Background: an optimization exercise with open tools, aiming at a short achievable clock period and few clock cycles. Do not read the settings as production practice. In this exercise RTL edits were held to simulation tests only and were not proved equivalent to the original. Power is estimated from default activity; no workload was simulated.

==> inputs of job 2036 <==
// tinyCore
module tinyCore (
    input  logic        clk,
    input  logic        reset_n,
    input  logic        halt,
    input  logic        trap,
    output logic [31:0] iAddr,
    input  logic [31:0] iData,
    output logic [31:0] dAddr,
    input  logic [31:0] dIn,
    output logic [31:0] dOut,
    output logic        memRw,
    output logic        strobe
);
==> flow/config.mk <==
export PLATFORM = sky130hd
export DESIGN_NAME = tinyCore
export DESIGN_NICKNAME = tinyCore
export VERILOG_FILES = /design/flow/design.v
export SDC_FILE = /design/flow/constraint.sdc
export NUM_CORES = 4
export LEC_CHECK = 0
export CAP_MARGIN = 20
export CORE_MARGIN = 2
export CORE_UTILIZATION = 30
export SLEW_MARGIN = 20
==> flow/constraint.sdc <==
create_clock -name core_clock -period 16.0 [get_ports {clk}]
set_input_delay 3.2000 -clock core_clock [delete_from_list [all_inputs] [get_ports {clk}]]
set_output_delay 3.2000 -clock core_clock [all_outputs]
set_load 0.01 [all_outputs]
standard.sh (not shown) runs the stock make flow with config.mk's settings and CLKGATE_MAP_FILE= SYNTH_SCRIPT=/design/flow/synth_recipe.tcl, a recipe that flattens the netlist after the stock synthesis.
==> flow/flow/run.sh <==
#!/bin/bash
# The standard layout, with timing repair aimed below the clock period
# (a setup margin), so that the achieved period shrinks, and the port
# buffers made with a plain buffer cell.
set -uo pipefail
bash standard.sh SETUP_SLACK_MARGIN=11 "BUFFER_PORTS_ARGS=-buffer_cell sky130_fd_sc_hd__buf_4" finish > layout.log 2>&1
==> inputs of job 9511, as changes to job 2036 <==
--- a/flow/design.v
+++ b/flow/design.v
@@ -209,18 +209,16 @@
     input  logic [31:0] x,
     input  logic [31:0] b,
     input  logic        isMul,
     input  logic        isShl,
     output logic [31:0] part0,
     output logic [31:0] part1,
-    output logic [31:0] part2,
-    output logic [2:0]  late31
+    output logic [31:0] part2
 );
     logic        big;
     logic [31:0] shifted;
-    logic [31:0] shiftRow;
     logic [17*32-1:0] rows;
     logic [12*32-1:0] l1;
     logic [8*32-1:0]  l2;
     logic [6*32-1:0]  l3;
     logic [4*32-1:0]  l4;
     logic [3*32-1:0]  l5;
@@ -228,13 +226,12 @@
     assign big = |b[31:5];
     always_comb begin
         if (big)        shifted = 32'd0;
         else if (isShl) shifted = x << b[4:0];
         else            shifted = x >> b[4:0];
     end
-    assign shiftRow = {32{~isMul}} & shifted;
     genvar i;
     generate
         for (i = 0; i < 16; i = i + 1) begin : booth
             logic        hi, mid, lo;
             logic        one, two, neg;
             logic [31:0] v;
@@ -242,51 +239,46 @@
             assign mid = b[2*i];
             if (i == 0) begin : first
                 assign lo = 1'b0;
             end else begin : rest
                 assign lo = b[2*i-1];
             end
-            assign one = isMul & (mid ^ lo);
-            assign two = isMul & ((hi & ~mid & ~lo) | (~hi & mid & lo));
-            assign neg = isMul & hi & ~(mid & lo);
+            assign one = mid ^ lo;
+            assign two = (hi & ~mid & ~lo) | (~hi & mid & lo);
+            assign neg = hi & ~(mid & lo);
             assign v   = one ? x : two ? {x[30:0], 1'b0} : 32'd0;
             assign rows[i*32 +: 32] = (neg ? ~v : v) << (2 * i);
             assign corr[2*i]   = neg;
             assign corr[2*i+1] = 1'b0;
         end
     endgenerate
     assign rows[16*32 +: 32] = corr;
-    csaLevel #(.N(17)) uL1 (.in(rows),           .out(l1));
-    csaLevel #(.N(12)) uL2 (.in(l1),             .out(l2));
-    csaLevel #(.N(9))  uL3 (.in({shiftRow, l2}), .out(l3));
-    csaLevel #(.N(6))  uL4 (.in(l3),             .out(l4));
-    csaLevel #(.N(4))  uL5 (.in(l4),             .out(l5));
-    assign part0 = {^{l3[5*32+31], l3[4*32+31], l3[3*32+31], l3[2*32+31], l3[32+31], l3[31]},
-                    l5[30:0]};
-    assign part1 = {1'b0, l5[62:32]};
-    assign part2 = {1'b0, l5[94:64]};
-    assign late31 = {l4[3*32+31], l4[32+31], l5[32+31]};
+    csaLevel #(.N(17)) uL1 (.in(rows), .out(l1));
+    csaLevel #(.N(12)) uL2 (.in(l1),   .out(l2));
+    csaLevel #(.N(8))  uL3 (.in(l2),   .out(l3));
+    csaLevel #(.N(6))  uL4 (.in(l3),   .out(l4));
+    csaLevel #(.N(4))  uL5 (.in(l4),   .out(l5));
+    assign part0 = isMul ? l5[31:0] : shifted;
+    assign part1 = {32{isMul}} & l5[63:32];
+    assign part2 = {32{isMul}} & l5[95:64];
 endmodule
 module slowSum (
     input  logic [31:0] part0,
     input  logic [31:0] part1,
     input  logic [31:0] part2,
-    input  logic [2:0]  late31,
     input  logic [31:0] ad,
     output logic [31:0] result
 );
     logic [4*32-1:0] rows;
     logic [3*32-1:0] l1;
     logic [2*32-1:0] l2;
     logic            cout;
     assign rows = {ad, part2, part1, part0};
     csaLevel #(.N(4)) uL1 (.in(rows), .out(l1));
     csaLevel #(.N(3)) uL2 (.in(l1),   .out(l2));
-    logic [31:0] sum;
-    prefixAdd uAdd (.a(l2[31:0]), .b(l2[63:32]), .cin(1'b0), .sum(sum), .cout(cout));
-    assign result = {sum[31] ^ (^late31), sum[30:0]};
+    prefixAdd uAdd (.a(l2[31:0]), .b(l2[63:32]), .cin(1'b0), .sum(result), .cout(cout));
 endmodule
 `timescale 1ns/1ps
 `timescale 1ns/1ps
 module tinyCore (
     input  logic        clk,
     input  logic        reset_n,
@@ -302,54 +294,49 @@
 );
     localparam logic [31:0] RESET_VECTOR   = 32'h0000_0000;
     localparam logic [31:0] VECTOR_BASE    = 32'h0000_0040;
     localparam logic [31:0] TRAMP_BOTTOM   = 32'h0000_00c8;
     localparam logic [31:0] TRAP_SAVE_ADDR = 32'h0000_0060;
     logic        running;
-    logic [31:0] pcF;        
+    logic [31:0] pcF;
     logic        eValid;
     logic [31:0] eX, eB, eAd, eS;
     logic [31:0] ePc1, ePc2;
-    logic        eSteered;
     logic        eFwdS;
     logic        eSelOr, eSelAnd, eSelAndNot, eSelXor, eSelXnor;
     logic        eUseX, eBPlain, eBInv;
     logic        eSelLt, eSelGt, eSelEq, eSelNe;
     logic        eIsCmp, eIsMul, eIsShl, eSlow, eAdZero;
     logic        eLoad, eStore, eJump, eThrow, eTrap, eWrites;
     logic [3:0]  eDest;
     logic        mValid;
     logic [31:0] mR, mP0, mP1, mP2, mAd, mStoreData;
-    logic [2:0]  mLate31;
     logic        strobeQ, memRwQ;
     logic        mSlow, mLoad, mStore, mJump, mThrow, mTrap, mWrites;
     logic [3:0]  mDest;
     logic [31:0] r2;
     logic [31:0] mVal;
     logic        mHold;
     logic        redirectM;
     logic [31:0] targetM;
-    slowSum uSum2 (.part0(mP0), .part1(mP1), .part2(mP2), .late31(mLate31), .ad(mAd),
-                   .result(r2));
+    slowSum uSum2 (.part0(mP0), .part1(mP1), .part2(mP2), .ad(mAd), .result(r2));
     assign mVal = mLoad ? dIn : mSlow ? r2 : mR;
     assign mHold     = mValid & ((mSlow & (mLoad | mStore)) | mThrow);
     assign redirectM = mValid & ((mJump & (mLoad | mSlow) & ~(mSlow & mLoad)) | mThrow);
     assign targetM   = mThrow ? dIn : mVal;
-    assign dAddr  = strobeQ ? mR : eB;
+    assign dAddr  = mR;
     assign dOut   = mStoreData;
     assign memRw  = memRwQ;
     assign strobe = strobeQ;
     logic [31:0] x, b, ad;
     logic [31:0] fastR;
     logic [31:0] slow0, slow1, slow2;
-    logic [2:0]  slowLate31;
     logic        eFlag;
     logic        differs;
     logic        taken;
     logic        redirectE;
-    logic        eVecRead;
     logic [31:0] targetE;
     assign x  = eX;
     assign b  = eB;
     assign ad = eAd;
     aluExec uAlu (
         .x      (x),
@@ -378,19 +365,17 @@
         .x       (x),
         .b       (b),
         .isMul   (eIsMul),
         .isShl   (eIsShl),
         .part0   (slow0),
         .part1   (slow1),
-        .part2   (slow2),
-        .late31  (slowLate31)
+        .part2   (slow2)
     );
-    assign taken     = eJump & ~eLoad & ~eSlow & ~eSteered & differs;
-    assign eVecRead  = eValid & eThrow & ~strobeQ & ~mHold;
-    assign redirectE = eValid & (taken | eTrap | eVecRead);
-    assign targetE   = eTrap ? TRAMP_BOTTOM : eVecRead ? dIn : fastR;
+    assign taken     = eJump & ~eLoad & ~eSlow & differs;
+    assign redirectE = eValid & (taken | eTrap);
+    assign targetE   = eTrap ? TRAMP_BOTTOM : fastR;
     logic [31:0] ins;
     logic        dT, dK, dS, dD;
     logic [3:0]  dDest, dX, dY, dOp;
     logic [31:0] dImm;
     logic        dThrow;
     logic [31:0] pcF1;
@@ -405,15 +390,16 @@
     logic        haltTake, trapTake;
     logic        dAccept;
     logic        dStall;
     logic        dCmpJump;
     logic        steer;
     logic [31:0] pcImm;
-    logic [6:0]  pcLo;
-    logic [5:0]  pcMidInc, pcMidDec;
-    logic        shortJump;
+    logic [12:0] pcLo;
+    logic [19:0] pcHiInc, pcHiDec;
+    logic [31:0] pcLoSum, pcHiIncSum, pcHiDecSum;
+    logic        pcLoCout, pcHiIncCout, pcHiDecCout;
     logic        rfWrite;
     assign ins    = iData;
     assign dT     = ins[31];
     assign dK     = ins[30];
     assign dS     = ins[29];
     assign dD     = ins[28];
@@ -455,24 +441,27 @@
     assign eLate  = eLoad | eSlow;
     assign hazard = ~dThrow & eValid & (eLoad | eSlow) & (prodX | prodY);
     assign blockIrq = savedQ | (eValid & (eJump | eThrow | eTrap)) |
                       (mValid & ((mJump & (mLoad | mSlow)) | mThrow | mTrap));
     assign haltTake = running & haltQ & ~blockIrq;
     assign trapTake = running & ~haltQ & trapQ & ~blockIrq;
-    assign pcLo     = {1'b0, pcF[5:0]} + {1'b0, ins[5:0]} + 7'd1;
-    assign pcMidInc = pcF[11:6] + 6'd1;
-    assign pcMidDec = pcF[11:6] - 6'd1;
-    assign pcImm    = {pcF[31:12],
-                       ins[11] ? (pcLo[6] ? pcF[11:6] : pcMidDec)
-                               : (pcLo[6] ? pcMidInc : pcF[11:6]),
-                       pcLo[5:0]};
-    assign shortJump = (ins[11:6] == {6{ins[11]}}) &
-                       (ins[11] ? (pcF[11:6] != 6'h00) : (pcF[11:6] != 6'h3F));
+    prefixAdd uPcLo  (.a({20'd0, pcF[11:0]}), .b({20'd0, ins[11:0]}), .cin(1'b1),
+                      .sum(pcLoSum), .cout(pcLoCout));
+    prefixAdd uPcInc (.a({12'd0, pcF[31:12]}), .b(32'd0), .cin(1'b1),
+                      .sum(pcHiIncSum), .cout(pcHiIncCout));
+    prefixAdd uPcDec (.a({12'd0, pcF[31:12]}), .b({12'd0, 20'hFFFFF}), .cin(1'b0),
+                      .sum(pcHiDecSum), .cout(pcHiDecCout));
+    assign pcLo     = pcLoSum[12:0];
+    assign pcHiInc  = pcHiIncSum[19:0];
+    assign pcHiDec  = pcHiDecSum[19:0];
+    assign pcImm    = {ins[11] ? (pcLo[12] ? pcF[31:12] : pcHiDec)
+                               : (pcLo[12] ? pcHiInc : pcF[31:12]),
+                       pcLo[11:0]};
     assign dCmpJump = ~dThrow & ~dS & ~dD & dK & (dDest == 4'd15) & (dY == 4'd15) &
                       (dOp == coreTypes::opAnd) & (ins[11:0] != 12'd0);
-    assign steer    = dCmpJump & prodX & eIsCmp & ~eLate & eAdZero & eFlag & shortJump;
+    assign steer    = dCmpJump & prodX & eIsCmp & ~eLate & eAdZero & eFlag;
     assign dStall  = mHold | (hazard & ~trapTake);
     assign dAccept = running & ~dStall & ~haltTake & ~redirectE & ~redirectM;
     assign iAddr = pcF;
     always_ff @(posedge clk) begin
         haltQ  <= halt;
         trapQ  <= trap;
@@ -498,13 +487,13 @@
             end
             if (haltTake) running <= 1'b0;
             else if (!running && !haltQ) running <= 1'b1;
             if (!mHold) begin
                 mValid  <= eValid & ~redirectM;
                 strobeQ <= eValid & ~redirectM & ~eSlow & (eStore | eLoad | eThrow);
-                memRwQ  <= eValid & ~redirectM & ~eSlow & (eStore | eVecRead);
+                memRwQ  <= eValid & ~redirectM & ~eSlow & eStore;
             end else begin
                 strobeQ <= 1'b1;
                 memRwQ  <= mThrow | mStore;
             end
             if (redirectM) begin
                 eValid <= 1'b0;
@@ -512,24 +501,23 @@
                 eValid <= dAccept;
             end
         end
     end
     always_ff @(posedge clk) begin
         if (!mHold) begin
-            mR         <= eVecRead ? TRAP_SAVE_ADDR : fastR;
+            mR         <= fastR;
             mP0        <= slow0;
             mP1        <= slow1;
             mP2        <= slow2;
-            mLate31    <= slowLate31;
             mAd        <= ad;
             mStoreData <= eFwdS ? mVal : eS;
             mSlow      <= eSlow;
             mLoad      <= eLoad;
-            mStore     <= eStore | eVecRead;
+            mStore     <= eStore;
             mJump      <= eJump;
-            mThrow     <= eThrow & ~eVecRead;
+            mThrow     <= eThrow;
             mTrap      <= eTrap;
             mWrites    <= eWrites;
             mDest      <= eDest;
         end else if (mThrow) begin
             mR     <= TRAP_SAVE_ADDR;
             mThrow <= 1'b0;
@@ -538,14 +526,13 @@
             mR    <= r2;
             mSlow <= 1'b0;
         end
     end
     always_ff @(posedge clk) begin
         if (!mHold) begin
-            ePc1   <= pcF1;
-            eSteered <= steer & ~trapTake;
+            ePc1   <= steer ? pcImm : pcF1;
             ePc2   <= pcF + 32'd2;
             eDest  <= dDest;
             eS     <= (trapTake | dThrow) ? pcF : (prodZ & ~eLate) ? fastR : vZ;
             eFwdS  <= ~trapTake & ~dThrow & prodZ & eLate;
             if (trapTake) begin
                 eX      <= 32'd0;
==> flow/flow/run.sh (replaced) <==
#!/bin/bash
# The standard layout, with timing repair aimed below the clock period
# (a setup margin), so that the achieved period shrinks.
set -uo pipefail
bash standard.sh SETUP_SLACK_MARGIN=11 finish > layout.log 2>&1
==> inputs of job 9272, as changes to job 2036 <==
--- a/flow/design.v
+++ b/flow/design.v
@@ -209,14 +209,13 @@
     input  logic [31:0] x,
     input  logic [31:0] b,
     input  logic        isMul,
     input  logic        isShl,
     output logic [31:0] part0,
     output logic [31:0] part1,
-    output logic [31:0] part2,
-    output logic [2:0]  late31
+    output logic [31:0] part2
 );
     logic        big;
     logic [31:0] shifted;
     logic [31:0] shiftRow;
     logic [17*32-1:0] rows;
     logic [12*32-1:0] l1;
@@ -257,36 +256,31 @@
     assign rows[16*32 +: 32] = corr;
     csaLevel #(.N(17)) uL1 (.in(rows),           .out(l1));
     csaLevel #(.N(12)) uL2 (.in(l1),             .out(l2));
     csaLevel #(.N(9))  uL3 (.in({shiftRow, l2}), .out(l3));
     csaLevel #(.N(6))  uL4 (.in(l3),             .out(l4));
     csaLevel #(.N(4))  uL5 (.in(l4),             .out(l5));
-    assign part0 = {^{l3[5*32+31], l3[4*32+31], l3[3*32+31], l3[2*32+31], l3[32+31], l3[31]},
-                    l5[30:0]};
-    assign part1 = {1'b0, l5[62:32]};
-    assign part2 = {1'b0, l5[94:64]};
-    assign late31 = {l4[3*32+31], l4[32+31], l5[32+31]};
+    assign part0 = l5[31:0];
+    assign part1 = l5[63:32];
+    assign part2 = l5[95:64];
 endmodule
 module slowSum (
     input  logic [31:0] part0,
     input  logic [31:0] part1,
     input  logic [31:0] part2,
-    input  logic [2:0]  late31,
     input  logic [31:0] ad,
     output logic [31:0] result
 );
     logic [4*32-1:0] rows;
     logic [3*32-1:0] l1;
     logic [2*32-1:0] l2;
     logic            cout;
     assign rows = {ad, part2, part1, part0};
     csaLevel #(.N(4)) uL1 (.in(rows), .out(l1));
     csaLevel #(.N(3)) uL2 (.in(l1),   .out(l2));
-    logic [31:0] sum;
-    prefixAdd uAdd (.a(l2[31:0]), .b(l2[63:32]), .cin(1'b0), .sum(sum), .cout(cout));
-    assign result = {sum[31] ^ (^late31), sum[30:0]};
+    prefixAdd uAdd (.a(l2[31:0]), .b(l2[63:32]), .cin(1'b0), .sum(result), .cout(cout));
 endmodule
 `timescale 1ns/1ps
 `timescale 1ns/1ps
 module tinyCore (
     input  logic        clk,
     input  logic        reset_n,
@@ -316,35 +310,32 @@
     logic        eSelLt, eSelGt, eSelEq, eSelNe;
     logic        eIsCmp, eIsMul, eIsShl, eSlow, eAdZero;
     logic        eLoad, eStore, eJump, eThrow, eTrap, eWrites;
     logic [3:0]  eDest;
     logic        mValid;
     logic [31:0] mR, mP0, mP1, mP2, mAd, mStoreData;
-    logic [2:0]  mLate31;
     logic        strobeQ, memRwQ;
     logic        mSlow, mLoad, mStore, mJump, mThrow, mTrap, mWrites;
     logic [3:0]  mDest;
     logic [31:0] r2;
     logic [31:0] mVal;
     logic        mHold;
     logic        redirectM;
     logic [31:0] targetM;
-    slowSum uSum2 (.part0(mP0), .part1(mP1), .part2(mP2), .late31(mLate31), .ad(mAd),
-                   .result(r2));
+    slowSum uSum2 (.part0(mP0), .part1(mP1), .part2(mP2), .ad(mAd), .result(r2));
     assign mVal = mLoad ? dIn : mSlow ? r2 : mR;
     assign mHold     = mValid & ((mSlow & (mLoad | mStore)) | mThrow);
     assign redirectM = mValid & ((mJump & (mLoad | mSlow) & ~(mSlow & mLoad)) | mThrow);
     assign targetM   = mThrow ? dIn : mVal;
     assign dAddr  = strobeQ ? mR : eB;
     assign dOut   = mStoreData;
     assign memRw  = memRwQ;
     assign strobe = strobeQ;
     logic [31:0] x, b, ad;
     logic [31:0] fastR;
     logic [31:0] slow0, slow1, slow2;
-    logic [2:0]  slowLate31;
     logic        eFlag;
     logic        differs;
     logic        taken;
     logic        redirectE;
     logic        eVecRead;
     logic [31:0] targetE;
@@ -378,14 +369,13 @@
         .x       (x),
         .b       (b),
         .isMul   (eIsMul),
         .isShl   (eIsShl),
         .part0   (slow0),
         .part1   (slow1),
-        .part2   (slow2),
-        .late31  (slowLate31)
+        .part2   (slow2)
     );
     assign taken     = eJump & ~eLoad & ~eSlow & ~eSteered & differs;
     assign eVecRead  = eValid & eThrow & ~strobeQ & ~mHold;
     assign redirectE = eValid & (taken | eTrap | eVecRead);
     assign targetE   = eTrap ? TRAMP_BOTTOM : eVecRead ? dIn : fastR;
     logic [31:0] ins;
@@ -516,13 +506,12 @@
     always_ff @(posedge clk) begin
         if (!mHold) begin
             mR         <= eVecRead ? TRAP_SAVE_ADDR : fastR;
             mP0        <= slow0;
             mP1        <= slow1;
             mP2        <= slow2;
-            mLate31    <= slowLate31;
             mAd        <= ad;
             mStoreData <= eFwdS ? mVal : eS;
             mSlow      <= eSlow;
             mLoad      <= eLoad;
             mStore     <= eStore | eVecRead;
             mJump      <= eJump;
==> flow/flow/run.sh (replaced) <==
#!/bin/bash
# The standard layout, with timing repair aimed below the clock period
# (a setup margin), so that the achieved period shrinks, and the port
# buffers made with a plain buffer cell.
set -uo pipefail
bash standard.sh SETUP_SLACK_MARGIN=11 PLACE_DENSITY=0.75 "BUFFER_PORTS_ARGS=-buffer_cell sky130_fd_sc_hd__buf_4" finish > layout.log 2>&1
Settings changed: CORE_UTILIZATION 30 to 45.
==> qor summary <==
metric                                                                 job 9511     job 2036     job 9272
CTS Buf Count                                                               101          105          104
Power consumed by combinational cells                                   11.7 mW      5.57 mW      5.62 mW
Compound-gate portion of the synthesized area                             16.0%        15.5%        15.8%
F_max                                                                   179 MHz      189 MHz      180 MHz
Endpoint arrival time on the critical path                              6240 ps      2100 ps      6020 ps
Die extent in y                                                     507 microns  507 microns  415 microns
Gpl congestion                                                             1.06         1.03         1.07
Critical Path End Type                                                 register   output pin     register
Buffering overhead                                                        10.5%        10.5%        10.9%
First-pass GRT wire length                                               549 mm       528 mm       523 mm
Placed cell count                                                         10600        10600         9467
Area share of the largest cell type after synthesis                       32.1%        32.7%        32.6%
Share of total power consumed by net switching                            48.6%        43.3%        43.6%
Row cnt                                                                     184          184          150
Clock-net power                                                         2.47 mW      2.56 mW      2.54 mW
Critical register-to-register path endpoint                             mP0[31]       eS[30]        eB[1]
Power dissipated in sequential cells                                    3.15 mW      3.16 mW      3.16 mW
Detailed Place HPWL                                                      275 mm       266 mm       256 mm
Worst slack on hold paths                                                426 ps       423 ps       449 ps
Number of optimization iterations in the first detailed-route pass            8            7           10
CP startpoint kind                                                    input pin     register     register
Yosys reg bits                                                              882          900          899
Post-CTS Setup Inserts                                                      282          222          284
Total power consumption of the routed design                            17.3 mW      11.3 mW      11.3 mW
Sequential standard cell area                                       25800 sq um  26300 sq um  26300 sq um
Adder and majority cell fraction of the synthesized area                  13.7%        14.5%        14.5%
Run status                                             timing/DRC/antenna clean  timing/DRC/antenna clean  timing/DRC/antenna clean
Testbench counts of job 2036, summed over its fixed seeds: cycles 72,677.
Testbench counts of job 9511, summed over its fixed seeds: cycles 73,641.
Testbench counts of job 9272, summed over its fixed seeds: cycles 72,677.

## static timing again, ports no longer ideal
The flow's constraints put no driver on any port. The routed layouts listed below were extracted and timed again, unchanged, in two steps. Step 1 sets driving cells, clkbuf_16 on the clock port and buf_2 on the other inputs (assumed; they add their load-dependent delay and slew). Step 2 moves the port delays by t, midway between the first and last clock arrival at a register: inputs arrive t later, outputs are due t later. That takes back most of the time a late clock gives input paths. Slacks: no drivers / after step 1 / after step 2; pairs: no drivers / after step 1.
run	t, ns	setup slack, ns	hold slack, ns	latest minus earliest clock arrival (ns)
job 2036	0.863	10.703 / 10.610 / 9.898	0.423 / 0.423 / 0.423	0.053 / 0.053
job 9511	0.827	10.414 / 10.360 / 9.533	0.426 / 0.426 / 0.426	0.059 / 0.059
job 9272	0.866	10.452 / 10.431 / 9.855	0.449 / 0.449 / 0.449	0.115 / 0.115
After both steps every run listed still meets setup and hold. For job 9511, which loses most, drivers alone change the setup slack by -0.054 ns; drivers and shift together by -0.881 ns.
